This design comes from an exercise in tuning for small area, a short achievable clock period and few clock cycles per item on the open sky130 flow, not from production work.
No functional check of the RTL was part of any run shown here.

==> flow/design.v (outline; a module is shown in full before it is edited, if it fits) <==
// module barometer_pressure_compensation_unit: 1245 lines
module barometer_pressure_compensation_unit (
    input  wire logic        clk,
    input  wire logic        rst_n,
    input  wire logic        s_tvalid,
    output logic             s_tready,
    input  wire logic [23:0] s_tdata,
    output logic             m_tvalid,
    input  wire logic        m_tready,
    output logic [23:0]      m_tdata,
    output logic [0:0]       m_tuser,
    input  wire logic        cfg_we,
    input  wire logic [bpc_pkg::CFG_ADDR_BITS-1:0] cfg_addr,
    input  wire logic [bpc_pkg::COEF_BITS-1:0]     cfg_wdata
);
  // ...
==> flow/run.sh <==
#!/bin/bash
# synth_recipe.tcl (not shown) runs the flow's synth.tcl, then flattens the netlist and writes it again
# the make line also repeats each setting of config.mk as NAME=value (left out here)
make -C /OpenROAD-flow-scripts/flow DESIGN_CONFIG=/design/flow/config.mk WORK_HOME=/design/flow/orfs CLKGATE_MAP_FILE= SYNTH_SCRIPT=/design/flow/synth_recipe.tcl finish
==> flow/config.mk <==
export PLATFORM = sky130hd
export DESIGN_NAME = barometer_pressure_compensation_unit
export DESIGN_NICKNAME = barometer_pressure_compensation_unit
export VERILOG_FILES = /design/flow/design.v
export SDC_FILE = /design/flow/constraint.sdc
export NUM_CORES = 4
export LEC_CHECK = 0
export ABC_AREA = 1
export CAP_MARGIN = 20
export CORE_MARGIN = 2
export CORE_UTILIZATION = 40
export SETUP_SLACK_MARGIN = 2.5
export SLEW_MARGIN = 20
==> flow/constraint.sdc <==
create_clock -name core_clock -period 7.5 [get_ports {clk}]
set_input_delay 1.5000 -clock core_clock [delete_from_list [all_inputs] [get_ports {clk}]]
set_output_delay 1.5000 -clock core_clock [all_outputs]
set_load 0.01 [all_outputs]
==> summary.txt, run 1 <==
postcts setup bufs 52; Final clock-cell share 3.455%; Reg2Reg Setup Slack ~2.5 ns; Post-Place Cells 4637; Synth area leader edfxtp_1; number of flops mapped to enable cells by yosys between 300 and 400; sequential cells approximately 320; dpl hpwl around 68000 µm; worst hold stages 0; largest family of logic cells by synthesized area adder cells; slew margin rel. 42.16%; setup TNS 0 ns; outcome complete, no violations; fraction of area in multi-input gates 51.72%; Setup crit end x2_reg[20]; Post-DP Area approximately 34000 µm²; endpoints failing setup 0; total track usage ~21%; Worst Hold Endpoint p2_reg[8]; first-pass GRT wire length ~140000 µm; largest net degree at the start of global routing approximately 120; # diodes 0; CP top delay family adder cells; Post-Layout Cell Count 4855; met2 Usage GRT approximately two fifths; die width approximately 290 µm; Crit. End Element flop; met1 wire length around 36000 µm; post-synthesis compound-gate area fraction 10.33%; Post-Synth XOR/XNOR Area 2.567%; Area contributors post-synth edfxtp_1 (30%), fa_1 (25%), inv_1 (11%); # nets final roughly 4400; commonest cells in the netlist inv_1 (970), nand2_1 (584), fa_1 (399), edfxtp_1 (315), a21oi_1 (274); Clock Tree Root clkbuf_16; vias after detailed routing around 24000; met2 WL post-DR roughly 44000 µm; Num Clock Sinks around 320
==> run 2, diff against run 1 <==
--- a/flow/design.v
+++ b/flow/design.v
@@ -43,19 +43,20 @@
     logic [3:0]  vld;
     logic        en;
     logic [9:0]  p1_reg, t1_reg;
     logic [3:0]  tk_next, tk2_reg;
     logic [11:0] temp_next;
     logic [25:0] x_next, x2_reg;
     logic [27:0] y_next, y2_reg;
     logic [9:0]  p2_reg, t2_reg;
-    logic [44-1:0] ra3_reg, rb3_reg;
+    logic        c3_reg;
+    logic [38-1:0] ra3_reg, rb3_reg;
     logic [11:0] temp3_reg;
-    logic [44-1:0] s_full;
+    logic [38-1:0] s_full;
     logic [25:0] v;
     logic        clip_lo4_reg, clip_hi4_reg;
     logic [12:0] hl;
     logic [11:0] h4_reg;
     logic [2:0]  g4_reg;
     logic        c4_reg;
     logic [11:0] temp4_reg;
     logic [12:0] q2;
@@ -1221,18 +1222,25 @@
     wire [43:0] tc_rb = {tc_s78, tc_s76, tc_s74, tc_s72, tc_s70, tc_s68, tc_s66, tc_s64, tc_s62, tc_s60, tc_s58, tc_s56, tc_s54, tc_s52, tc_s50, tc_s48, tc_s46, tc_s44, tc_s42, tc_s40, tc_s38, tc_s36, tc_s34, tc_s32, tc_s30, tc_s28, tc_s26, tc_s24, tc_s22, tc_s20, tc_s18, tc_s16, tc_s14, tc_s12, tc_s10, tc_s8, tc_s6, 1'b0, tc_s2, tc_s1, tc_s0, tb_rb[2], tb_rb[1], tb_rb[0]};
     assign x_next = ta_ra + ta_rb;
     assign y_next = ty_ra + ty_rb;
     assign tk_next = 4'(t1_reg >= 10'd17)  + 4'(t1_reg >= 10'd124) + 4'(t1_reg >= 10'd231)
                    + 4'(t1_reg >= 10'd338) + 4'(t1_reg >= 10'd445) + 4'(t1_reg >= 10'd552)
                    + 4'(t1_reg >= 10'd659) + 4'(t1_reg >= 10'd766) + 4'(t1_reg >= 10'd873)
                    + 4'(t1_reg >= 10'd980);
     assign temp_next = bpc_pkg::T_BASE + 12'(tk2_reg) - 12'(t2_reg) - 12'({t2_reg, 1'b0});
-    assign s_full = ra3_reg + rb3_reg;
-    assign v      = s_full[44-1:18];
+    logic [6:0] lo_sum;
+    assign lo_sum = {1'b0, tc_ra[5:0]} + {1'b0, tc_rb[5:0]};
+    always_ff @(posedge clk)
+    begin
+        if (en)
+            c3_reg <= lo_sum[6];
+    end
+    assign s_full = ra3_reg + rb3_reg + 38'(c3_reg);
+    assign v      = s_full[38-1:12];
     assign hl     = 13'(v[21:10]) + 13'(v[9:0]);
     always_comb
     begin
         q2 = {h4_reg, 1'b1} + {9'd0, g4_reg, c4_reg};
         if (clip_lo4_reg)
             pres = 12'd0;
         else if (clip_hi4_reg)
             pres = 12'd4095;
@@ -1245,18 +1253,18 @@
         begin
             p1_reg       <= s_tdata[9:0];
             t1_reg       <= s_tdata[19:10];
             x2_reg       <= x_next;
             y2_reg       <= y_next;
             p2_reg       <= p1_reg;
             t2_reg       <= t1_reg;
             tk2_reg      <= tk_next;
-            ra3_reg      <= tc_ra[43:0];
-            rb3_reg      <= tc_rb[43:0];
+            ra3_reg      <= tc_ra[43:6];
+            rb3_reg      <= tc_rb[43:6];
             temp3_reg    <= temp_next;
             clip_lo4_reg <= v[25];
             clip_hi4_reg <= !v[25] && ((|v[24:22]) || (&v[21:12]));
             h4_reg       <= v[21:10];
             g4_reg       <= hl[12:10];
             c4_reg       <= (&hl[9:3]) && (4'(hl[2:0]) + 4'(hl[12:10]) >= 4'd7);
             temp4_reg    <= temp3_reg;
         end
==> run 2 against run 1 <==
  * Wire length shrank 3.8%
  * Hold slack gained 0.021 ns
  * Final area shrank 3.1%
  * Final cell count shrank 0.10%
  * Maximum frequency grew 2.7%
  * Setup slack gained 0.13 ns
  * Largest cell class unchanged
==> summary.txt, run 2 <==
Tcrit/Tclk final between 60 and 70%; clock-pin slew reported for the worst setup and hold paths after clock tree synthesis ~0.06 ns; largest net degree at the start of global routing 93 (-19%); vias after detailed routing 24110 (-1.3%); die width 287.0 µm (about the same); Max-Cap Viols 0; total track usage 20.74% (-0.73 points); CP max FO 13; endpoints failing setup 0 (unchanged); Num Clock Sinks 316 (-2.2%); Worst Skew between 0.03 and 0.04 ns; Area contributors post-synth edfxtp_1 (29%), fa_1 (25%), inv_1 (12%); fillers just under 8000; Reg2Reg Setup Slack 2.66 ns (+0.13 ns); vias in the first global route approximately 25000; TritonCTS clock tree built; area grow syn2layout 13.76%; dpl hpwl 67000 µm (-2.0%); # diodes 0 (unchanged); Tmin final roughly 4.8 ns; ys async rst share 2.532%; measured slew at the worst slew-check pin 0.9174 ns; # nets final 4422 (-0.045%); CP top delay family adder cells; global route total overflow 0; Clock Tree Root clkbuf_16; commonest non-fill, non-tap cell in the layout inv_1; setup TNS 0 ns (unchanged); first-pass GRT wire length 133600 µm (-2.9%); #FFs+latches synth between 300 and 400; Clock H-tree levels 2; DRC 0; most frequent cells in the layout inv_1 (963), nand2_1 (661), fa_1 (378), edfxtp_1 (308), a21oi_1 (242); total wire length approximately 85000 µm; max reg flops 37; Syn Inst Count 3647; Max Clk Rate roughly 210 MHz; HP Class reg -> reg; syn nets 4296; syn avg cell area just under 9 µm²; # port buffers 69; delay of the slowest cell on the worst path approximately 0.57 ns; Top FF cell, synth edfxtp_1; CP most frequent cell inv_1; Core Area approximately 79000 µm²; commonest cells in the netlist inv_1 (990), nand2_1 (678), fa_1 (399), edfxtp_1 (308), a21oi_1 (260); initial antenna violation count 0; Required @ worst endpoint 7.81 ns; Warnings, synthesis 1; Synth area leader edfxtp_1; Detailed Routing Iterations Pass 1 5; Clock Path Buffers 3; CTS buffer count 37; Skew-Pair Late Insertion Delay approximately 0.56 ns; max-slew violation count 0; post-synthesis cell area 32050 µm²; IO Pins 74; Startpoint Class flop; post-cts hold buffer count 0; Routed Antenna Nets 0; most frequent cell after synthesis inv_1; worst-path cell chain buf_12 -> nand2_1 -> inv_1 -> fa_1 -> inv_1 -> fa_1 -> fa_2 -> fa_1 -> fa_2 -> fa_2 -> inv_1 -> ha_1 -> inv_1 -> fa_1 -> inv_1; Initial Utilization just over 40%; slew margin rel. 38.84% (-3.3 points); row cnt approximately 100; Crit. End Element flop; outcome complete, no violations; Final Hold Viols 0; CP Class reg -> reg; Yosys top cell area share 28.86%; die area just over 80000 µm²; GPL Wtd Cong around 0.97; vias per cell between 4 and 5; Die Ht between 200 and 300 µm; post-synthesis sequential area ratio between 20 and 30%; fin util between 40% and 50%; Routed wire per std cell 17.45 µm; critical path data arrival time between 5 and 6 ns; share of cells above drive strength 1 9.447%; CP bufs+invs 6; RSZ-0062 raised after global routing true; Worst path slowest cell fa_2; Yosys cell types 50; number of flops mapped to enable cells by yosys 308 (-2.2%); 1st-iter DRT viols around 1600
-- run 2: logic make-up after synthesis --
logic type	Yosys count	share of synthesized area, %
buffers and inverters	1084	12.71
AOI/OAI and AO/OA	533	9.496
adders and majority gates	602	32.85
xor gates and xnor gates	96	2.624
and+or+nand+nor	1016	12.83
DFF	316	29.49
-- run 2: what timing repair did --
item                       CTS  global route
gates cloned                 0             2
resized for setup           45           155
setup endpoints to repair   41            38
buffers inserted            35            43
pin swaps                    5            19
-- run 2: worst paths after layout --
path	startpoint	to	cells past startpoint
setup reg to reg	p2_reg[6]	rb3_reg[24]	15
hold reg to reg	p1_reg[8]	p2_reg[8]	0
min in group asynchronous	rst_n	vld[3]	1
max in group asynchronous	rst_n	ok_reg[2]	1
setup / recovery	p2_reg[6]	rb3_reg[24]	15
hold / removal	p1_reg[8]	p2_reg[8]	0
-- run 2: per-layer routing --
metal	wire length, µm	share of wire [%]	track usage [%]	up-vias
li1	-	-	-	11580
met1	34690	41	25.77	11550
met4	3864	4.6	8.633	0
met5	0	0	0	-
met3	4638	5.5	2.508	205
met2	41420	49	36.48	772
-- run 2: final cells by class --
class	instances	area (µm²)	area share [%]
repair buffers	170	1551	4.256
repair inverters	1	7.507	0.02059
clock buffers	47	994.7	2.729
well taps	1050	1314	3.604
inverters	1000	3801	10.43
clock inverters	19	206.4	0.5663
multi-input cells	2247	19130	52.47
flip-flops and latches	316	9452	25.93
-- run 2: per-stage QoR --
step | instance area, µm² | hold WS (ns) | setup slack [ns] | instances
finish | 36450 | 0.4149 | 2.658 | 4850
global route | 36450 | 0.4219 | 2.408 | 4850
CTS | 35560 | 0.4130 | 2.502 | 4805
detailed placement | 33930 | 0.4054 | 2.030 | 4704
global placement | 33930 | 0.4021 | 2.048 | 4704
floorplan | 32050 | 0.4003 | 2.657 | 3647

## re-timing with driven ports
No port has a modelled driver above. Below, the same layouts with a new extraction and two added sets of constraints. Step 1, drivers: a clkbuf_16 drives clk and a buf_2 each remaining input, both assumed. Step 2 times the ports against the registers' clock, not the clock port: input delays grow and output delays shrink by t, the midpoint of the rising clock arrivals with the driver on. Slacks: ideal / step 1 / step 2; pairs: ideal / step 1.
run | t, ns | setup WS [ns] | hold WS [ns] | worst setup path after step 2 | clock arrival spread, ns
run 1 | 0.635 | 2.526 / 2.526 / 2.526 | 0.393 / 0.393 / 0.393 | register to register | 0.035 / 0.035
run 2 | 0.608 | 2.658 / 2.658 / 2.658 | 0.415 / 0.415 / 0.415 | register to register | 0.034 / 0.034
After both steps setup and hold are still met in every run listed.
